Background: an optimization exercise with open tools, aiming at small area. Do not read the settings as production practice.
Only simulation tests tie the RTL to the original design; equivalence was not proved.
No activity file was given, so power comes from the tool's default toggle rates.

==> design/flow/design.v <==
module aq_ifu_ibuf_queue #(
  parameter int DEPTH   = 16,
  parameter int CRT_NUM = 3,
  parameter int RET_NUM = 2,
  parameter int HINFO_W = 22,
  localparam int PTR_W  = $clog2(DEPTH),
  localparam int CNT_W  = $clog2(DEPTH+1)
) (
  input  logic                         forever_cpuclk,
  input  logic                         cpurst_b,
  input  logic                         ibuf_flush_en,
  input  logic [CRT_NUM-1:0]           ibuf_create_vld,
  input  logic [16*CRT_NUM-1:0]        ibuf_create_inst,
  input  logic [2*CRT_NUM-1:0]         ibuf_create_pred_taken,
  input  logic [HINFO_W*CRT_NUM-1:0]   ibuf_create_halt_info,
  input  logic [CRT_NUM-1:0]           ibuf_create_acc_err,
  input  logic [CRT_NUM-1:0]           ibuf_create_pgflt,
  output logic                         ibuf_create_rdy,
  input  logic [RET_NUM-1:0]           ibuf_retire_en,
  output logic [RET_NUM-1:0]           ibuf_head_vld,
  output logic [16*RET_NUM-1:0]        ibuf_head_inst,
  output logic [2*RET_NUM-1:0]         ibuf_head_pred_taken,
  output logic [HINFO_W*RET_NUM-1:0]   ibuf_head_halt_info,
  output logic [RET_NUM-1:0]           ibuf_head_acc_err,
  output logic [RET_NUM-1:0]           ibuf_head_pgflt,
  output logic [CNT_W-1:0]             ibuf_entry_cnt
);
  localparam int W = 16 + 2 + HINFO_W + 2;    
  logic [3:0] r_rptr, w_wptr;
  logic [4:0] r_cnt;
  logic [15:0][W-1:0] r_ent;
  logic [2:0][W-1:0] w_cdat;
  for (genvar k = 0; k < 3; k++) begin : g_cdat
    assign w_cdat[k] = {ibuf_create_pgflt[k], ibuf_create_acc_err[k],
                        ibuf_create_halt_info[HINFO_W*k +: HINFO_W],
                        ibuf_create_pred_taken[2*k +: 2],
                        ibuf_create_inst[16*k +: 16]};
  end
  logic w_rdy;
  assign w_rdy           = (r_cnt <= 5'd13);
  assign ibuf_create_rdy = w_rdy;
  assign ibuf_entry_cnt  = r_cnt;
  assign ibuf_head_vld[0] = (r_cnt != 5'd0);
  assign ibuf_head_vld[1] = (r_cnt[4:1] != 4'd0);
  logic w_acc, w_c1, w_c2, w_c3;
  assign w_acc = w_rdy & ~ibuf_flush_en;
  assign w_c1  = w_acc & ibuf_create_vld[0];
  assign w_c2  = w_c1 & ibuf_create_vld[1];
  assign w_c3  = w_c2 & ibuf_create_vld[2];
  logic [1:0] w_ccnt;
  assign w_ccnt = {w_c2, w_c1 & ~w_c2 | w_c3};
  logic w_r1, w_r2;
  assign w_r1 = ibuf_retire_en[0] & ibuf_head_vld[0];
  assign w_r2 = ibuf_retire_en[0] & ibuf_retire_en[1] & ibuf_head_vld[1];
  logic [1:0] w_rcnt;
  assign w_rcnt = {w_r2, w_r1 & ~w_r2};
  logic [2:0] w_delta;
  assign w_delta = {1'b0, w_ccnt} - {1'b0, w_rcnt};
  always_ff @(posedge forever_cpuclk or negedge cpurst_b) begin
    if (!cpurst_b) begin
      r_rptr <= '0;
      r_cnt  <= '0;
    end else if (ibuf_flush_en) begin
      r_rptr <= '0;
      r_cnt  <= '0;
    end else begin
      r_rptr <= r_rptr + {2'b0, w_rcnt};
      r_cnt  <= r_cnt + {{2{w_delta[2]}}, w_delta};
    end
  end
  assign w_wptr = r_rptr + r_cnt[3:0];
  logic [3:0][W-1:0] w_bdat;
  logic [3:0]        w_bwe, w_breach;
  logic [3:0][1:0]   w_bslot;
  for (genvar b = 0; b < 4; b++) begin : g_bank
    logic [1:0] sel;
    assign sel = 2'(b) - w_wptr[1:0];
    assign w_bdat[b] = ~(({W{sel == 2'd0}} & w_cdat[0])
                       | ({W{sel == 2'd1}} & w_cdat[1])
                       | ({W{sel == 2'd2}} & w_cdat[2]));
    assign w_bwe[b]  = (sel == 2'd0) & w_c1
                     | (sel == 2'd1) & w_c2
                     | (sel == 2'd2) & w_c3;
    assign w_bslot[b] = w_wptr[3:2] + {1'b0, (2'(b) < w_wptr[1:0])};
    assign w_breach[b] = w_rdy & (sel != 2'd3);
  end
  logic [15:0] w_we, w_hold;
  for (genvar e = 0; e < 16; e++) begin : g_we
    logic hit;
    assign hit       = (w_bslot[e % 4] == 2'(e / 4));
    assign w_we[e]   = w_bwe[e % 4] & hit;
    assign w_hold[e] = ~(w_breach[e % 4] & hit);
  end
  always_ff @(posedge forever_cpuclk) begin
    for (int e = 0; e < 16; e++) begin
      r_ent[e] <= ({W{w_we[e]}} & w_bdat[e % 4]) | ({W{w_hold[e]}} & r_ent[e]);
    end
  end
  logic [2:0] w_eidx, w_oidx;
  assign w_oidx = r_rptr[3:1];
  assign w_eidx = r_rptr[3:1] + {2'b0, r_rptr[0]};
  logic [W-1:0] w_even, w_odd;
  always_comb begin
    w_even = '0;
    w_odd  = '0;
    for (int j = 0; j < 8; j++) begin
      w_even |= {W{w_eidx == 3'(j)}} & r_ent[2*j];
      w_odd  |= {W{w_oidx == 3'(j)}} & r_ent[2*j+1];
    end
  end
  logic [1:0][W-1:0] w_head;
  assign w_head[0] = ~(r_rptr[0] ? w_odd  : w_even);
  assign w_head[1] = ~(r_rptr[0] ? w_even : w_odd);
  for (genvar i = 0; i < 2; i++) begin : g_head
    assign ibuf_head_inst[16*i +: 16]                = w_head[i][15:0];
    assign ibuf_head_pred_taken[2*i +: 2]            = w_head[i][17:16];
    assign ibuf_head_halt_info[HINFO_W*i +: HINFO_W] = w_head[i][18 +: HINFO_W];
    assign ibuf_head_acc_err[i]                      = w_head[i][W-2];
    assign ibuf_head_pgflt[i]                        = w_head[i][W-1];
  end
endmodule
==> design/flow/flow/run.sh <==
#!/bin/bash
# Own layout flow: the standard ORFS flow, except for the ABC step of
# synthesis. Registers and everything before ABC are exactly the standard
# synthesis. ABC then runs twice:
#  1. on the load/hold select logic in front of each payload flip-flop
#     (the cells within three levels of a dfxtp D pin), with a cell
#     library restricted so that it maps to and-or cells (flow/abc_ff.script);
#  2. on the rest of the logic, with an area-oriented script
#     (flow/abc_area.script).
# Extra ORFS make variables come from flow/make_vars.txt.
set -euo pipefail
W=$PWD
F=$W/flow
cat > $W/my_synth.tcl <<EOF
proc abc {args} {
  set i [lsearch -exact \$args -script]
  set a1 \$args
  set a2 \$args
  lset a1 [expr {\$i + 1}] $F/abc_ff.script
  lset a2 [expr {\$i + 1}] $F/abc_area.script
  foreach p {*o22ai* *o21ai* *o2bb2* *a2bb2* *mux2* *o22a_* *a22oi* *o211* *a211* *o221* *a221*} {
    lappend a1 -dont_use \$p
  }
  yosys select -set ffd t:sky130_fd_sc_hd__dfxtp_1 %ci1:+sky130_fd_sc_hd__dfxtp_1\[D\] %ci3 t:\\\$_* %i
  yosys abc {*}\$a1 @ffd
  yosys abc {*}\$a2
}
source $W/synth_recipe.tcl
EOF
EXTRA=()
[[ -f $F/make_vars.txt ]] && mapfile -t EXTRA < <(grep -v '^#' $F/make_vars.txt | grep -v '^$')
make -C $FLOW_HOME DESIGN_CONFIG=$FLOW_CONFIG WORK_HOME=$W/orfs CLKGATE_MAP_FILE= \
  SYNTH_SCRIPT=$W/my_synth.tcl "${EXTRA[@]}" finish > $W/make_finish.log 2>&1
R=$W/orfs/results/$FLOW_PLATFORM/aq_ifu_ibuf_queue/base
: # left out here: write the final layout as DEF
==> design/flow/flow/abc_area.script <==
strash
dch
amap -F 1000
topo
==> design/flow/flow/abc_ff.script <==
strash
&get -n
&nf -a
&put
==> design/flow/flow/make_vars.txt <==
# extra ORFS make variables, one per line
BUFFER_PORTS_ARGS=-buffer_cell sky130_fd_sc_hd__buf_1
CTS_ARGS=-sink_clustering_enable -repair_clock_nets -dont_use_dummy_load -buf_list {sky130_fd_sc_hd__clkbuf_8 sky130_fd_sc_hd__clkbuf_16} -root_buf sky130_fd_sc_hd__clkbuf_16 -tree_buf sky130_fd_sc_hd__clkbuf_16 -sink_clustering_buffer sky130_fd_sc_hd__clkbuf_8 -sink_clustering_size 18 -sink_clustering_max_diameter 50
ADDER_MAP_FILE=
==> design/flow/standard.sh <==
#!/bin/bash
# synth_recipe.tcl (not shown) runs the flow's synth.tcl, then flattens the netlist and writes it again
# the make line also repeats each setting of config.mk as NAME=value (left out here)
make -C /OpenROAD-flow-scripts/flow DESIGN_CONFIG=/design/flow/config.mk WORK_HOME=/design/flow/orfs CLKGATE_MAP_FILE= SYNTH_SCRIPT=/design/flow/synth_recipe.tcl "${@:-finish}"
==> design/flow/config.mk <==
export PLATFORM = sky130hd
export DESIGN_NAME = aq_ifu_ibuf_queue
export DESIGN_NICKNAME = aq_ifu_ibuf_queue
export VERILOG_FILES = /design/flow/design.v
export SDC_FILE = /design/flow/constraint.sdc
export NUM_CORES = 4
export LEC_CHECK = 0
export CAP_MARGIN = 40
export CORE_MARGIN = 2
export CORE_UTILIZATION = 65
export PLACE_DENSITY = 0.75
export SLEW_MARGIN = 30
==> design/flow/constraint.sdc <==
create_clock -name core_clock -period 6.0 [get_ports {forever_cpuclk}]
set_input_delay 1.2000 -clock core_clock [delete_from_list [all_inputs] [get_ports {forever_cpuclk}]]
set_output_delay 1.2000 -clock core_clock [all_outputs]
set_load 0.01 [all_outputs]
==> results of run 1 <==
-- through the flow --
stage               hold WS (ns)  setup WS (ns)
global placement           0.451          0.880
CTS                        0.476          0.436
detailed placement         0.453           1.01
finish                     0.479          0.396
global route               0.485          0.255
floorplan                  0.438         0.0587
-- flip-flops by register name, summed over array words and instances, names as in the netlist --
register and flops:
r_cnt 5, r_rptr 4, r_ent 672
-- worst max-delay path by stage --
stage | start | to | slack [ns] | cells past startpoint
detailed placement | r_rptr[0]$_DFF_PN0_ | ibuf_head_halt_info[36] | 1.01 | 10
floorplan | r_rptr[0]$_DFF_PN0_ | r_ent[546]$_DFF_P_ | 0.06 | 7
CTS | r_rptr[0]$_DFF_PN0_ | ibuf_head_halt_info[36] | 0.44 | 10
global placement | r_rptr[3]$_DFF_PN0_ | r_ent[400]$_DFF_P_ | 0.88 | 10
global route | r_rptr[1]$_DFF_PN0_ | ibuf_head_halt_info[31] | 0.25 | 11
finish | r_rptr[1]$_DFF_PN0_ | ibuf_head_halt_info[31] | 0.40 | 11
-- cell families (layout without fill, tap and decap cells) --
logic type,count (synthesis),count (layout),share of synthesized area (%)
other cells,0,3,0
buf+inv,56,414,0.821
flops,681,681,53.4
compound gates,1182,1182,40.2
simple gates,309,309,5.60
-- layer usage --
metal  vias to the layer above  track usage, %
met5                         -               0
met1                     12400            62.4
li1                      10600               -
met3                       514            13.2
met4                         0            26.3
met2                      2830            69.4
-- cells in the final DEF, fill, tap and decap left out, types with 3 or more instances in the layout --
master and n:
nor2_4 15, a22o_1 672, nor3_1 4, clkinv_2 7, diode_2 3, dfxtp_1 672
nand2_1 149, nand3_1 3, nand2b_1 3, a211oi_1 3, dfrtp_1 8, buf_4 66
a22oi_1 79, buf_1 225, nand4_1 84, o21ai_0 17, or3_1 7, or2_0 6
o22ai_1 95, a222oi_1 301, clkbuf_8 47, buf_16 4, buf_12 6, clkinv_1 49
a21oi_1 11, nor2_1 27, nor3_2 7, clkbuf_16 5
-- worst register-to-register path, delay by kind of cell, from the launching register on --
family	cells	cell delay [ns]
AO/OA/AOI/OAI	4	1.37
buffers and inverters	5	2.28
flip-flops	1	0.53
AND/OR/NAND/NOR	3	0.67
-- where the power goes --
group          internal, mW  leakage [nW]  switching (mW)
registers              6.08          5.61           0.945
clock network         0.858         0.400            1.45
logic                  2.98          4.65            6.23
-- layout make-up --
class | instances | area share (%)
multi-input cells | 1491 | 41.2
diodes | 3 | 0.0260
well taps | 518 | 2.25
clock buffers | 52 | 2.68
inverters | 56 | 0.759
flip-flops and latches | 681 | 47.4
repair buffers | 306 | 5.62
==> reports/qor.yml, run 1 <==
syn_area_sq_mm: 0.0256
min_to: "r_ent[332]$_DFF_P_"
final_cells: 3107
start_util_pct: 66.1
crit_arrival_ns: 4.40
multi_input_area_sq_mm: 0.0119
finish.instance_area_sq_mm: 0.0288
fin_nets: 2722
dp_hpwl_um: 57000
clk_pin_slew_worst_paths_ns: 0.07
io_pins: 226
maxSlewViolCount: 0
required_ns: 4.80
drt-initial-drc-count: 6448
status: "no timing/DRC/antenna violations"
crit_path_frequent_cell: "clkinv_1"
numPortBuffers: 225
netlist_top_cells_area: "dfxtp_1 (53%), a22o_1 (23%), a222oi_1 (12%)"
dp.cells: 3048
dieArea_sq_mm: 0.0410
cts_made_buffers: 52
synth_top_cell_area_share_pct: 52.5
yosys_warnings: 1
grt_max_degree: 88
hold_viol_final: 0
wl_met3_um: 17100
cp_slowest_cell: "nor2_4"
total_power_mw: 18.6
post_dp_cell_area_sq_mm: 0.0280
crit_family: "simple AND/OR/NAND/NOR gates"
max_freq_ghz: 0.178
cts_num_sinks: 681
ir_worst_vdd_v: 0.000958
postRouteAntennaNets: 0
place_congestion: 0.923
ys_seq_elements: 681
async_flop_share_pct: 1.32
setup_viol: 0
r2r-end: "r_ent[223]$_DFF_P_"
cts_resized: 0
dr.pass1.iters: 15
top_layer_used: "met4"
rr_worst_depth: 12
maxCapViolations: 0
coreArea_sq_mm: 0.0387
die_h_um: 202
relSlewSlack_pct: 30.8
ys_types: 23
crit_fanout: 24
holdPathStages: 1
p_leak_nw: 10.7
wl_met2_um: 42700
ys.flop_type: "dfxtp_1"
setup-tns-final_ns: 0
synth_edf_count: 0
r2r-start: "r_rptr[1]$_DFF_PN0_"
antenna_found_initial: 2
utilization_pct: 74.4
synth_commonest_cells: "a22o_1 (672), dfxtp_1 (672), a222oi_1 (301)"
hold_class: "reg2reg"
grt_overflow_total: 0
fillers: 2766
seqCellArea_sq_mm: 0.0137
htreeDepth: 2
rrSetupSlack_ns: 1.15
met1_length_um: 35100
crit_buf_inv: 4
ys_seq_area_share_pct: 53.4
path_cells: "clkinv_1 -> nor2_1 -> nand2_1 -> a22oi_1 -> clkinv_1 -> nor2_4 -> buf_12 -> a222oi_1 -> nand4_1 -> o22ai_1 -> buf_1"
cts-root-buf: "clkbuf_16"
max_stage_delay_ns: 0.72
wirelength_um: 101000
power.density_mw_per_mm2: 643
clk_path_buf_depth: 3
ctsHoldBuffers: 0
min-delay-start: "r_ent[332]$_DFF_P_"
synth_top_area_cell: "dfxtp_1"
worstMarginPinSlew_ns: 1.04
post_cts_buffers: 0
die_w_um: 202
vias: 26300
clk_latency_ns: 0.60
end_kind: "output pin"
gr-usage-all-layers_pct: 47.0
fin_skew_ns: 0.0627
rsz0062_at_grt: "false"
drc: 0
avgViaCountPerCell: 8.46
min_period_over_period_pct: 93.4
grt_pass1_wl_um: 149000
period_minus_slack_ns: 5.60
syn_inst: 2228
cts_tree: "done"
grt_pass1_vias: 24400
synth.avg_cell_area_sq_um: 11.5
syn_to_final_growth_pct: 12.6
drive_gt1_share_pct: 6.38
worstSetupPathType: "reg2out"
fp-row-count: 72
wl_per_cell_um: 32.4
start_kind: "flop"
synth_nets: 2362
==> run 2: changes to the inputs <==
==> design/flow/flow/make_vars.txt (replaced) <==
# extra ORFS make variables, one per line
BUFFER_PORTS_ARGS=-buffer_cell sky130_fd_sc_hd__buf_1
CTS_ARGS=-sink_clustering_enable -repair_clock_nets -dont_use_dummy_load -buf_list {sky130_fd_sc_hd__clkbuf_4 sky130_fd_sc_hd__clkbuf_16} -root_buf sky130_fd_sc_hd__clkbuf_16 -tree_buf sky130_fd_sc_hd__clkbuf_16 -sink_clustering_buffer sky130_fd_sc_hd__clkbuf_4 -sink_clustering_size 10 -sink_clustering_max_diameter 40
ADDER_MAP_FILE=
--- a/design/flow/config.mk
+++ b/design/flow/config.mk
@@ -7,3 +7,3 @@
 export LEC_CHECK = 0
-export CAP_MARGIN = 40
+export CAP_MARGIN = 25
 export CORE_MARGIN = 2
@@ -11,2 +11,2 @@
 export PLACE_DENSITY = 0.75
-export SLEW_MARGIN = 30
+export SLEW_MARGIN = 25
==> run 2 against run 1 <==
Still clean. Combinational power down 0.5%. Die area did not move. Synthesized cell count did not move. Final area about the same. Wire length is 1.1% higher. Setup slack worse by 0.15 ns. First-iteration DRC count increased by 3.1%. Flip-flop and latch count unchanged. Via count is 0.98% higher. Non-clock buffer count fell by 5. Largest cell class unchanged.
==> reports/qor.yml, run 2 <==
status: "no timing/DRC/antenna violations"  # unchanged
grt_overflow_total: 0  # unchanged
synth_edf_count: 0  # unchanged
grt_pass1_vias: 24600  # was 24400
holdPathStages: 1  # unchanged
crit_fanout: 87  # was 24
ir_worst_vdd_v: 0.000987  # was 0.000958 V
clk_pin_slew_worst_paths_ns: 0.06  # was 0.07 ns
drc: 0  # unchanged
fp-row-count: 72  # unchanged
rsz0062_at_grt: "false"  # unchanged
synth_top_area_cell: "dfxtp_1"  # unchanged
setup-tns-final_ns: 0  # unchanged
timing.final.ws_setup_ns: 0.248  # was 0.396 ns
ys.flop_type: "dfxtp_1"  # unchanged
drive_gt1_share_pct: 7.48  # was 6.38%
end_kind: "output pin"  # unchanged
synth_commonest_cells: "a22o_1 (672), dfxtp_1 (672), a222oi_1 (301)"  # unchanged
syn_inst: 2228  # unchanged
place_congestion: 0.923  # unchanged
numPortBuffers: 225  # unchanged
netlist_top_cells_area: "dfxtp_1 (53%), a22o_1 (23%), a222oi_1 (12%)"  # unchanged
largest_reg_flops: 672  # unchanged
hold_viol_final: 0  # unchanged
required_ns: 4.80  # about the same
cts_made_buffers: 92  # was 52
top_layer_used: "met4"  # unchanged
total_power_mw: 18.6  # about the same
yosys_warnings: 1  # unchanged
async_flop_share_pct: 1.32  # unchanged
wirelength_um: 102000  # was 101000 um
ys_seq_elements: 681  # unchanged
synth_top_cell_area_share_pct: 52.5  # unchanged
ys_types: 23  # unchanged
period_minus_slack_ns: 5.75  # was 5.60 ns
start_kind: "flop"  # unchanged
max_freq_ghz: 0.174  # was 0.178 GHz
die_w_um: 202  # unchanged
io_pins: 226  # unchanged
cts_tree: "done"  # unchanged
layout_common_cells: "a22o_1 (672), dfxtp_1 (672), a222oi_1 (301)"  # unchanged
utilization_pct: 74.4  # about the same
dieArea_sq_mm: 0.0410  # unchanged
crit_path_frequent_cell: "buf_4"  # was clkinv_1
wl_per_cell_um: 32.4  # about the same
relSlewSlack_pct: 24.8  # was 30.8%
power_frac_comb_pct: 49.2  # was 49.7%
synth.avg_cell_area_sq_um: 11.5  # unchanged
setup_viol: 0  # unchanged
clk_path_buf_depth: 3  # unchanged
antenna_found_initial: 2  # unchanged
ctsHoldBuffers: 0  # unchanged
post_cts_buffers: 0  # unchanged
crit_arrival_ns: 4.55  # was 4.40 ns
clk_latency_ns: 0.61  # was 0.60 ns
wl_met3_um: 17700  # was 17100 um
power.density_mw_per_mm2: 647  # was 643 mW/mm^2
drt-initial-drc-count: 6646  # was 6448
grt_pass1_wl_um: 149000  # about the same
grt_max_degree: 88  # unchanged
ys_seq_area_share_pct: 53.4  # unchanged
cts-root-buf: "clkbuf_16"  # unchanged
avgViaCountPerCell: 8.45  # was 8.46
synth_nets: 2362  # unchanged
fin_skew_ns: 0.0560  # was 0.0627 ns
fin_nets: 2757  # was 2722
cp_slowest_cell: "nor2_4"  # unchanged
gr-usage-all-layers_pct: 47.4  # was 47.0%
met1_length_um: 35200  # was 35100 um
dp_hpwl_um: 56800  # was 57000 um
syn_area_sq_mm: 0.0256  # unchanged
postRouteAntennaNets: 0  # unchanged
wl_met2_um: 42500  # was 42700 um
vias: 26500  # was 26300
largest_register: "r_ent"  # unchanged
path_cells: "clkinv_2 -> buf_4 -> a21oi_1 -> or2_0 -> nor2_4 -> buf_4 -> a222oi_1 -> nand4_1 -> o22ai_1 -> buf_1"  # was clkinv_1 -> nor2_1 -> nand2_1 -> a22oi_1 -> clkinv_1 -> nor2_4 -> buf_12 -> a222oi_1 -> nand4_1 -> o22ai_1 -> buf_1
cts_resized: 0  # unchanged
pwr-share-seq_pct: 37.7  # was 37.9%
worstMarginPinSlew_ns: 1.12  # was 1.04 ns
coreArea_sq_mm: 0.0387  # unchanged
syn_to_final_growth_pct: 12.5  # was 12.6%
p_int_mw: 9.93  # was 9.92 mW
max_stage_delay_ns: 0.79  # was 0.72 ns
die_h_um: 202  # unchanged
hold_class: "reg2reg"  # unchanged
p_leak_nw: 10.7  # about the same
dr.pass1.iters: 17  # was 15
start_util_pct: 66.1  # unchanged
reg_top3: "r_ent x672, r_cnt x5, r_rptr x4"  # unchanged
p_sw_mw: 8.70  # was 8.63 mW
worstSetupPathType: "reg2out"  # unchanged
rr_worst_depth: 13  # was 12
maxSlewViolCount: 0  # unchanged
min_period_over_period_pct: 95.9  # was 93.4%
htreeDepth: 3  # was 2
maxCapViolations: 0  # unchanged
switching_share_pct: 46.7  # was 46.5%
fillers: 2777  # was 2766
cts_num_sinks: 681  # unchanged
power_frac_clock_pct: 13.1  # was 12.4%
post-place-ws_ns: 1.00  # was 1.01 ns
-- run 2: logic make-up (layout without fill, tap and decap cells) --
family,after synthesis,in the layout,synth area share [%]
other,0,2,0
flip-flops,681,681,53.4
buffers and inverters,56,449,0.821
AND/OR/NAND/NOR,309,309,5.60
AO/OA/AOI/OAI,1182,1182,40.2
-- run 2: layer usage --
layer	track usage, %	up-vias
met5	0	-
met4	27.2	0
met3	12.8	588
met2	69.6	2916
met1	63.2	12400
li1	-	10600
-- run 2: final timing paths --
kind | slack [ns] | to | from
min in group asynchronous | 0.56 | r_cnt[2]$_DFF_PN0_ | cpurst_b
worst max-delay path | 0.25 | ibuf_head_halt_info[36] | r_rptr[0]$_DFF_PN0_
worst max register to register | 0.73 | r_ent[273]$_DFF_P_ | r_rptr[1]$_DFF_PN0_
worst min-delay path | 0.48 | r_ent[572]$_DFF_P_ | r_ent[572]$_DFF_P_
max in group asynchronous | 5.01 | r_rptr[0]$_DFF_PN0_ | cpurst_b
worst min register to register | 0.48 | r_ent[572]$_DFF_P_ | r_ent[572]$_DFF_P_
-- run 2: through the flow --
step                hold slack, ns  std cells  instance area (sq um)
floorplan                    0.438       2228                  25700
global placement             0.451       3042                  27900
detailed placement           0.452       3047                  28000
CTS                          0.475       3139                  28800
global route                 0.489       3141                  28800
finish                       0.477       3141                  28800
-- run 2: worst max-delay path: cells and delay by family (launching register included) --
kind,cells,cell delay [ns]
DFF,1,0.72
and+or+nand+nor,3,1.37
AOI/OAI and AO/OA,3,0.45
buffers and inverters,4,1.44
-- run 2: power groups by stage --
stage / Combinational, mW / Sequential [mW] / Clock [mW]
after floorplan: 5.43 / 6.78 / 0
after global placement: 8.42 / 6.97 / 0
after detailed placement: 8.66 / 7.01 / 0
after CTS: 8.66 / 6.94 / 2.42
after global routing: 9.40 / 7.13 / 2.60
final: 9.16 / 7.03 / 2.44
-- run 2: area by class of cell --
cell class | count | area [sq um] | share of cell area (%)
antenna | 2 | 5.00 | 0.0174
clock buffer | 92 | 848 | 2.94
inverter | 56 | 214 | 0.743
multi-input combinational | 1491 | 11900 | 41.3
sequential | 681 | 13700 | 47.5
tap | 518 | 648 | 2.25
timing repair buffer | 301 | 1530 | 5.30

-- afterwards: timing with drivers on the ports --
How much do the figures lean on ideal ports? The routed layouts below were timed once more, with nothing changed but the port constraints.
Step 1 assumes that a clkbuf_16 drives the clock port and a buf_2 every other input.
Step 2 also shifts input and output timing later by t, the mid clock arrival at the registers, as if the neighbouring blocks saw the same clock.
a / b / c = ideal / step 1 / step 2; a / b = the first two.
run | t (ns) | slack for setup (ns) | latest minus earliest clock arrival (ns)
run 1 | 0.633 | 0.396 / 0.335 / 0.968 | 0.063 / 0.063
run 2 | 0.630 | 0.248 / 0.189 / 0.727 | 0.071 / 0.070
After both steps setup and hold are still met in every run listed.
